From an optimization exercise on the open Yosys and OpenROAD flow, aimed at small area, a short achievable clock period and few clock cycles per item; shortcuts taken in it are not production practice. At most, simulation tests tie the RTL to the original design; equivalence was not proved.

Setup of v37:
Design lidar_flat_point_selector, start of the top module:
module lidar_flat_point_selector #(
	parameter int COORD_WIDTH = 24
) (
	input  logic                          clk,
	input  logic                          arst_n,
	input  logic                          cfg_we,
	input  logic                          cfg_index,
	input  logic [53:0]                   cfg_data,
	input  logic                          points_valid,
	output logic                          points_ready,
	input  logic signed [COORD_WIDTH-1:0] points_point_x,
	input  logic signed [COORD_WIDTH-1:0] points_point_y,
	input  logic signed [COORD_WIDTH-1:0] points_point_z,
	input  logic [15:0]                   points_intensity,
	input  logic                          points_point_valid,
	input  logic                          points_frame_start,
	output logic                          features_valid,
	input  logic                          features_ready,
	output logic signed [COORD_WIDTH-1:0] features_feature_x,
	output logic signed [COORD_WIDTH-1:0] features_feature_y,
	output logic signed [COORD_WIDTH-1:0] features_feature_z,
	output logic [15:0]                   features_feature_intensity,
	output logic [53:0]                   features_curvature
);
clock: 9.5 ns
lec_check: 0
cap_margin: 20
core_margin: 2
core_utilization: 40
slew_margin: 20
standard.sh (not shown) runs the stock make flow with config.mk's settings and CLKGATE_MAP_FILE= SYNTH_SCRIPT=/design/flow/synth_recipe.tcl, a recipe that flattens the netlist after the stock synthesis.
==> flow/flow/run.sh <==
#!/bin/bash
# Standard layout; timing repair aimed 6.0 ns below the clock period, and
# the port buffers are buf_1 cells (repair resizes those on critical paths).
set -euo pipefail
bash standard.sh SETUP_SLACK_MARGIN=6.0 "BUFFER_PORTS_ARGS=-buffer_cell sky130_fd_sc_hd__buf_1" finish > standard_flow.log 2>&1
--- input diff v37..v28 ---
Settings: putting SETUP_SLACK_MARGIN at 5 where nothing was set.
==> flow/run.sh (new file) <==
#!/bin/bash
# synth_recipe.tcl (not shown) runs the flow's synth.tcl, then flattens the netlist and writes it again
# the make line also repeats each setting of config.mk as NAME=value (left out here)
make -C /OpenROAD-flow-scripts/flow DESIGN_CONFIG=/design/flow/config.mk WORK_HOME=/design/flow/orfs CLKGATE_MAP_FILE= SYNTH_SCRIPT=/design/flow/synth_recipe.tcl finish
removed: flow/flow/run.sh
removed: flow/standard.sh
Results
For v28, the beginning of the critical path was points_point_z[18], unlike v37, where it was w_q[2][1]. Compared with v37, in v28 required time of the critical path rose 140 ps, CTS buffer count fell 1. v28 and v37 ended up with roughly the same worst hold slack. Summary — fraction of the cycle the final worst path needs, v28 relative to v37: higher, by 6.4 points. v28 vs. v37: post-place setup slack now smaller. Met3 layer usage reported by global route (v28 over v37): increase, 0.43 points. Changes observed in v28 relative to v37: number of max-cap violations closely matched the old numbers; synthesized cell count closely matched the old numbers. Standard cell with the maximum stage delay on the critical path: sky130_fd_sc_hd__fa_1 -> v37, sky130_fd_sc_hd__nand4_1 -> v28.
No functional check of the RTL was part of any run of this note.

---

job 7738:
Another version of the RTL of lidar_flat_point_selector (not shown whole).
For scale: roughly 810 flip-flops, ~51,000 um^2 of cells after synthesis.
export LEC_CHECK = 0
export CAP_MARGIN = 20
export CORE_MARGIN = 2
export CORE_UTILIZATION = 40
export SLEW_MARGIN = 20
create_clock -name core_clock -period 9.5 [get_ports {clk}]
==> flow/flow/run.sh <==
#!/bin/bash
# Standard layout; timing repair aimed 6.2 ns below the clock period on the
# worst paths only (TNS_END_PERCENT 0), buf_1 port buffers (repair resizes
# those on critical paths), and larger clock-tree sink clusters.
set -euo pipefail
bash standard.sh SETUP_SLACK_MARGIN=6.2 TNS_END_PERCENT=0 "BUFFER_PORTS_ARGS=-buffer_cell sky130_fd_sc_hd__buf_1" \
	CTS_CLUSTER_SIZE=30 CTS_CLUSTER_DIAMETER=80 finish > standard_flow.log 2>&1
Job 7738 finished all stages; the layout is clean.
Testbench counts of job 7738, summed over its fixed seeds: cycles 32,009, items 32,000.
For job 507, these inputs were changed with respect to job 7738:
==> flow/flow/run.sh <==
#!/bin/bash
# Standard layout; timing repair aimed 5.75 ns below the clock period, and
# the port buffers are buf_1 cells (repair resizes those on critical paths).
set -euo pipefail
bash standard.sh SETUP_SLACK_MARGIN=5.75 "BUFFER_PORTS_ARGS=-buffer_cell sky130_fd_sc_hd__buf_1" finish > standard_flow.log 2>&1
Results
Going from job 7738 to job 507, worst setup slack shows a reduction of 0.040 ns; largest net degree at the start of global routing shows a reduction of 4.
Taking job 7738 as the reference, in job 507 logic depth of the worst path, buffers included shrank by 1, time the worst path needs with I/O delays and setup grew by 0.040 ns.
Lower top fanout value on the critical path was reported by job 7738, not job 507.
Summary of job 507 over job 7738: wire length per cell after detailed routing did not really move; sequential share of cell area went down by 1.3 points.
Relative to job 7738, maximum frequency decreased by about 1% in job 507.
Number of setup violations in the final report: job 507 vs job 7738 — no meaningful difference
Setup changes, job 507 to job 1446
==> flow/flow/run.sh <==
#!/bin/bash
# Standard layout; timing repair aimed 6.2 ns below the clock period on the
# worst paths only (TNS_END_PERCENT 0), and buf_1 port buffers (repair
# resizes those on critical paths).
set -euo pipefail
bash standard.sh SETUP_SLACK_MARGIN=6.2 TNS_END_PERCENT=0 "BUFFER_PORTS_ARGS=-buffer_cell sky130_fd_sc_hd__buf_1" finish > standard_flow.log 2>&1
[summary]
Critical path endpoint: s1_rng_q[13]$_DFFE_PP_ -> job 1446, s1_rng_q[2]$_DFFE_PP_ -> job 507
As far as sequential cell count goes, job 507 and job 1446 are indistinguishable; the numbers are identical.
The slowest stage cell on the critical path comes out sky130_fd_sc_hd__or4b_4 in one run and sky130_fd_sc_hd__fa_2 in the other, namely in job 507 and job 1446 respectively.
Of the two candidates, job 507 has the worse worst reg-to-reg setup slack and job 1446 the better one.
Buffer levels on the longest clock path: job 1446 vs job 507 identical
Job 507 has a higher number of clock buffers in the layout than job 1446.
Here is what was changed in the inputs of job 8370 compared with job 1446.
==> flow/flow/run.sh <==
#!/bin/bash
# Standard layout; timing repair aimed 6.5 ns below the clock period on the
# worst paths only (TNS_END_PERCENT 0), buf_1 port buffers (repair resizes
# those on critical paths), and larger clock-tree sink clusters.
set -euo pipefail
bash standard.sh SETUP_SLACK_MARGIN=6.5 TNS_END_PERCENT=0 "BUFFER_PORTS_ARGS=-buffer_cell sky130_fd_sc_hd__buf_1" \
	CTS_CLUSTER_SIZE=30 CTS_CLUSTER_DIAMETER=80 finish > standard_flow.log 2>&1
## What came out
- Share of the synthesized area in compound gates (AO/OA/AOI/OAI) came out exactly the same in job 8370 and job 1446.
- From job 1446 to job 8370 the numbers moved as follows: fraction of the core area covered by cells at the end of the flow saw a decrease, total detailed-routing wirelength saw a decrease, final number of hold-violating endpoints saw little to no change.
- Summary of job 8370 over job 1446: buffer count excluding the clock tree in the final layout now smaller.
- Number of DRC violations after detailed-routing iteration 0 (lower): job 8370
- Compared with job 1446, in job 8370 clock tree buffer count of the final layout decreased by 51 relative to the old numbers, number of cell instances on the worst register-to-register path increased by 3 relative to the old numbers.

---

Another version of the RTL of lidar_flat_point_selector (not shown whole).
Size in the first run: roughly 4900 cells after synthesis, about 54000 µm² of cells after synthesis.
clock: 9.5 ns
lec_check: 0
cap_margin: 20
core_margin: 2
core_utilization: 40
slew_margin: 20
==> flow/flow/run.sh <==
#!/bin/bash
# Standard layout; timing repair aimed 6.3 ns below the clock period on the
# worst paths only (TNS_END_PERCENT 0), and buf_1 port buffers (repair
# resizes those on critical paths).
set -euo pipefail
bash standard.sh SETUP_SLACK_MARGIN=6.3 TNS_END_PERCENT=0 "BUFFER_PORTS_ARGS=-buffer_cell sky130_fd_sc_hd__buf_1" finish > standard_flow.log 2>&1
Rerun with:
==> flow/flow/run.sh (replaced) <==
#!/bin/bash
# Standard layout; timing repair aimed 6.0 ns below the clock period, and
# the port buffers are buf_1 cells (repair resizes those on critical paths).
set -euo pipefail
bash standard.sh SETUP_SLACK_MARGIN=6.0 "BUFFER_PORTS_ARGS=-buffer_cell sky130_fd_sc_hd__buf_1" finish > standard_flow.log 2>&1
Result: Cell count went up by 1.2%; area after synthesis stays the same; clock skew went up by 0.0078 ns; global-route usage went up by 0.36 points; die area stays the same; non-clock buffer count went up by 89.
Function was not checked in any run of this note: the RTL went through the layout flow alone.

---

## build 98
RTL: one of the versions met above, not the one the previous note started from.
Design lidar_flat_point_selector, start of the top module:
module lidar_flat_point_selector #(
	parameter int COORD_WIDTH = 24
) (
	input  logic                          clk,
	input  logic                          arst_n,
	input  logic                          cfg_we,
	input  logic                          cfg_index,
	input  logic [53:0]                   cfg_data,
	input  logic                          points_valid,
	output logic                          points_ready,
	input  logic signed [COORD_WIDTH-1:0] points_point_x,
	input  logic signed [COORD_WIDTH-1:0] points_point_y,
	input  logic signed [COORD_WIDTH-1:0] points_point_z,
	input  logic [15:0]                   points_intensity,
	input  logic                          points_point_valid,
	input  logic                          points_frame_start,
	output logic                          features_valid,
	input  logic                          features_ready,
	output logic signed [COORD_WIDTH-1:0] features_feature_x,
	output logic signed [COORD_WIDTH-1:0] features_feature_y,
	output logic signed [COORD_WIDTH-1:0] features_feature_z,
	output logic [15:0]                   features_feature_intensity,
	output logic [53:0]                   features_curvature
);
clock: 9.5 ns
lec_check: 0
cap_margin: 20
core_margin: 2
core_utilization: 40
slew_margin: 20
==> flow/flow/run.sh <==
#!/bin/bash
# Standard layout; timing repair aimed 5.5 ns below the clock period, and
# the port buffers are buf_1 cells (repair resizes those on critical paths).
set -euo pipefail
bash standard.sh SETUP_SLACK_MARGIN=5.5 "BUFFER_PORTS_ARGS=-buffer_cell sky130_fd_sc_hd__buf_1" finish > standard_flow.log 2>&1
Testbench counts of build 98, summed over its fixed seeds: cycles 32,009, items 32,000.
What build 31 does differently from build 98 at the input level:
==> flow/flow/run.sh <==
#!/bin/bash
# Standard layout; timing repair aimed 6.2 ns below the clock period on the
# worst paths only (TNS_END_PERCENT 0), buf_1 port buffers (repair resizes
# those on critical paths), and larger clock-tree sink clusters.
set -euo pipefail
bash standard.sh SETUP_SLACK_MARGIN=6.2 TNS_END_PERCENT=0 "BUFFER_PORTS_ARGS=-buffer_cell sky130_fd_sc_hd__buf_1" \
	CTS_CLUSTER_SIZE=25 CTS_CLUSTER_DIAMETER=60 finish > standard_flow.log 2>&1
[summary]
From build 98 to build 31 the numbers moved as follows: final area rose 1.0%, share of the clock period used by the worst path fell 0.85 points, synthesized cell count about even, detail-routed net length per standard cell fell about 0.6%.
### build 31 -> build 26
==> flow/flow/run.sh <==
#!/bin/bash
# Standard layout; timing repair aimed 5.5 ns below the clock period, buf_1
# port buffers (repair resizes those on critical paths), and a clock tree of
# clkbuf_8 cells with larger sink clusters.
set -euo pipefail
bash standard.sh SETUP_SLACK_MARGIN=5.5 "BUFFER_PORTS_ARGS=-buffer_cell sky130_fd_sc_hd__buf_1" \
	CTS_BUF_LIST=sky130_fd_sc_hd__clkbuf_8 CTS_CLUSTER_SIZE=30 finish > standard_flow.log 2>&1
[summary]
Compared with build 31, in build 26 clock skew +18 ps; critical path arrival +270 ps; placement-stage worst setup slack +300 ps.
Diff build 31 -> build 26 | final cell count | increase of 70
Min highest clock rate across build 26 and build 31: build 26
Diff build 31 -> build 26: final area shrank by about 1.5%.
Build 26 against build 31: global-route wire length before repair saw an increase; part of the cycle the worst path needs saw an increase.
The number of gates given a new drive strength after cts in build 26 is 0.68 times that in build 31.
Setup changes, build 26 to build 16
==> flow/flow/run.sh <==
#!/bin/bash
# Standard layout; timing repair aimed 6.0 ns below the clock period, and
# the port buffers are buf_1 cells (repair resizes those on critical paths).
set -euo pipefail
bash standard.sh SETUP_SLACK_MARGIN=6.0 "BUFFER_PORTS_ARGS=-buffer_cell sky130_fd_sc_hd__buf_1" finish > standard_flow.log 2>&1
### Flow results
Build 16 finished every stage and its layout cleared the timing, DRC and antenna checks. Fraction of the core area covered by cells at the end of the flow: build 16 > build 26. Diff build 26 -> build 16: sequential share of layout area went down 2.2 points.

---

== the previous run ==
Another version of the RTL of lidar_flat_point_selector (not shown whole).
For scale: roughly 4,400 cells after synthesis, roughly 780 flip-flops, roughly 290 I/O pins, roughly 49,000 sq um of cells after synthesis.
Settings: LEC_CHECK=0, CAP_MARGIN=20, CORE_MARGIN=2, CORE_UTILIZATION=40, SLEW_MARGIN=20; clock period 9.5 ns.
==> flow/flow/run.sh <==
#!/bin/bash
# Standard layout, with timing repair aimed 6.0 ns below the clock period.
set -euo pipefail
bash standard.sh SETUP_SLACK_MARGIN=6.0 finish > standard_flow.log 2>&1
The previous run went all the way through the flow, and no timing, DRC or antenna check failed.
Testbench counts of the previous run, summed over its fixed seeds: cycles 32,009, items 32,000.
Changes in the current run relative to the previous run:
- SETUP_SLACK_MARGIN newly set to 5
==> flow/run.sh (new file) <==
#!/bin/bash
# synth_recipe.tcl (not shown) runs the flow's synth.tcl, then flattens the netlist and writes it again
# the make line also repeats each setting of config.mk as NAME=value (left out here)
make -C /OpenROAD-flow-scripts/flow DESIGN_CONFIG=/design/flow/config.mk WORK_HOME=/design/flow/orfs CLKGATE_MAP_FILE= SYNTH_SCRIPT=/design/flow/synth_recipe.tcl finish
removed: flow/flow/run.sh
removed: flow/standard.sh
--- outcome ---
- The current run went all the way through synthesis, placement and routing and the layout is clean on timing, DRC and antenna.
- In the tables for the previous run and the current run, worst path setup slack after routing reads lower with the current run.
- Compared with the previous run, in the current run DRC violation count after routing held steady; final critical-path share of the clock period rose by 1.0 points.
- The current run vs. the previous run: sequential cell area in the final layout barely changed; quantity of gates resized following cts shows a reduction of 615.
- Diff the previous run -> the current run | maximum frequency | down by a few percent
- Origin of the worst setup path = points_point_z[18]: the previous run; origin of the worst setup path = points_point_y[7]: the current run
- Cell count (the previous run / the current run): 1.05

what the ideal ports hide:
The results above use ideal ports. As a check the final layouts listed here were re-extracted and re-timed, cells and wires unchanged. Step 1, drivers: a clkbuf_16 drives clk and a buf_2 each remaining input, both assumed. Step 2 also shifts input and output timing later by t, the mid clock arrival at the registers, as if the neighbouring blocks saw the same clock. a / b / c = ideal ports / drivers / drivers and shift; a / b = the first two.
run | shift t [ns] | setup slack, ns | hold slack, ns
v37 | 0.760 | 5.552 / 5.552 / 4.961 | 0.415 / 0.415 / 0.415
v28 | 0.754 | 4.941 / 4.998 / 4.244 | 0.415 / 0.415 / 0.415
job 7738 | 0.760 | 5.635 / 5.635 / 4.948 | 0.413 / 0.413 / 0.413
job 507 | 0.755 | 5.595 / 5.595 / 5.088 | 0.398 / 0.398 / 0.398
job 1446 | 0.764 | 5.634 / 5.634 / 4.931 | 0.414 / 0.414 / 0.414
job 8370 | 0.760 | 5.635 / 5.635 / 4.948 | 0.413 / 0.413 / 0.413
the first run of note 3 | 0.792 | 5.696 / 5.696 / 5.007 | 0.405 / 0.405 / 0.405
the second run of note 3 | 0.784 | 5.755 / 5.755 / 5.323 | 0.406 / 0.406 / 0.406
build 98 | 0.768 | 5.542 / 5.542 / 4.945 | 0.410 / 0.410 / 0.410
build 31 | 0.781 | 5.623 / 5.636 / 4.855 | 0.407 / 0.407 / 0.407
build 26 | 0.939 | 5.535 / 5.535 / 4.919 | 0.407 / 0.407 / 0.407
build 16 | 0.766 | 5.485 / 5.485 / 5.316 | 0.408 / 0.408 / 0.408
the previous run | 0.762 | 5.080 / 5.074 / 4.312 | 0.418 / 0.418 / 0.418
the current run | 0.750 | 4.983 / 5.013 / 4.263 | 0.414 / 0.414 / 0.414
After both steps every run listed still meets setup and hold.
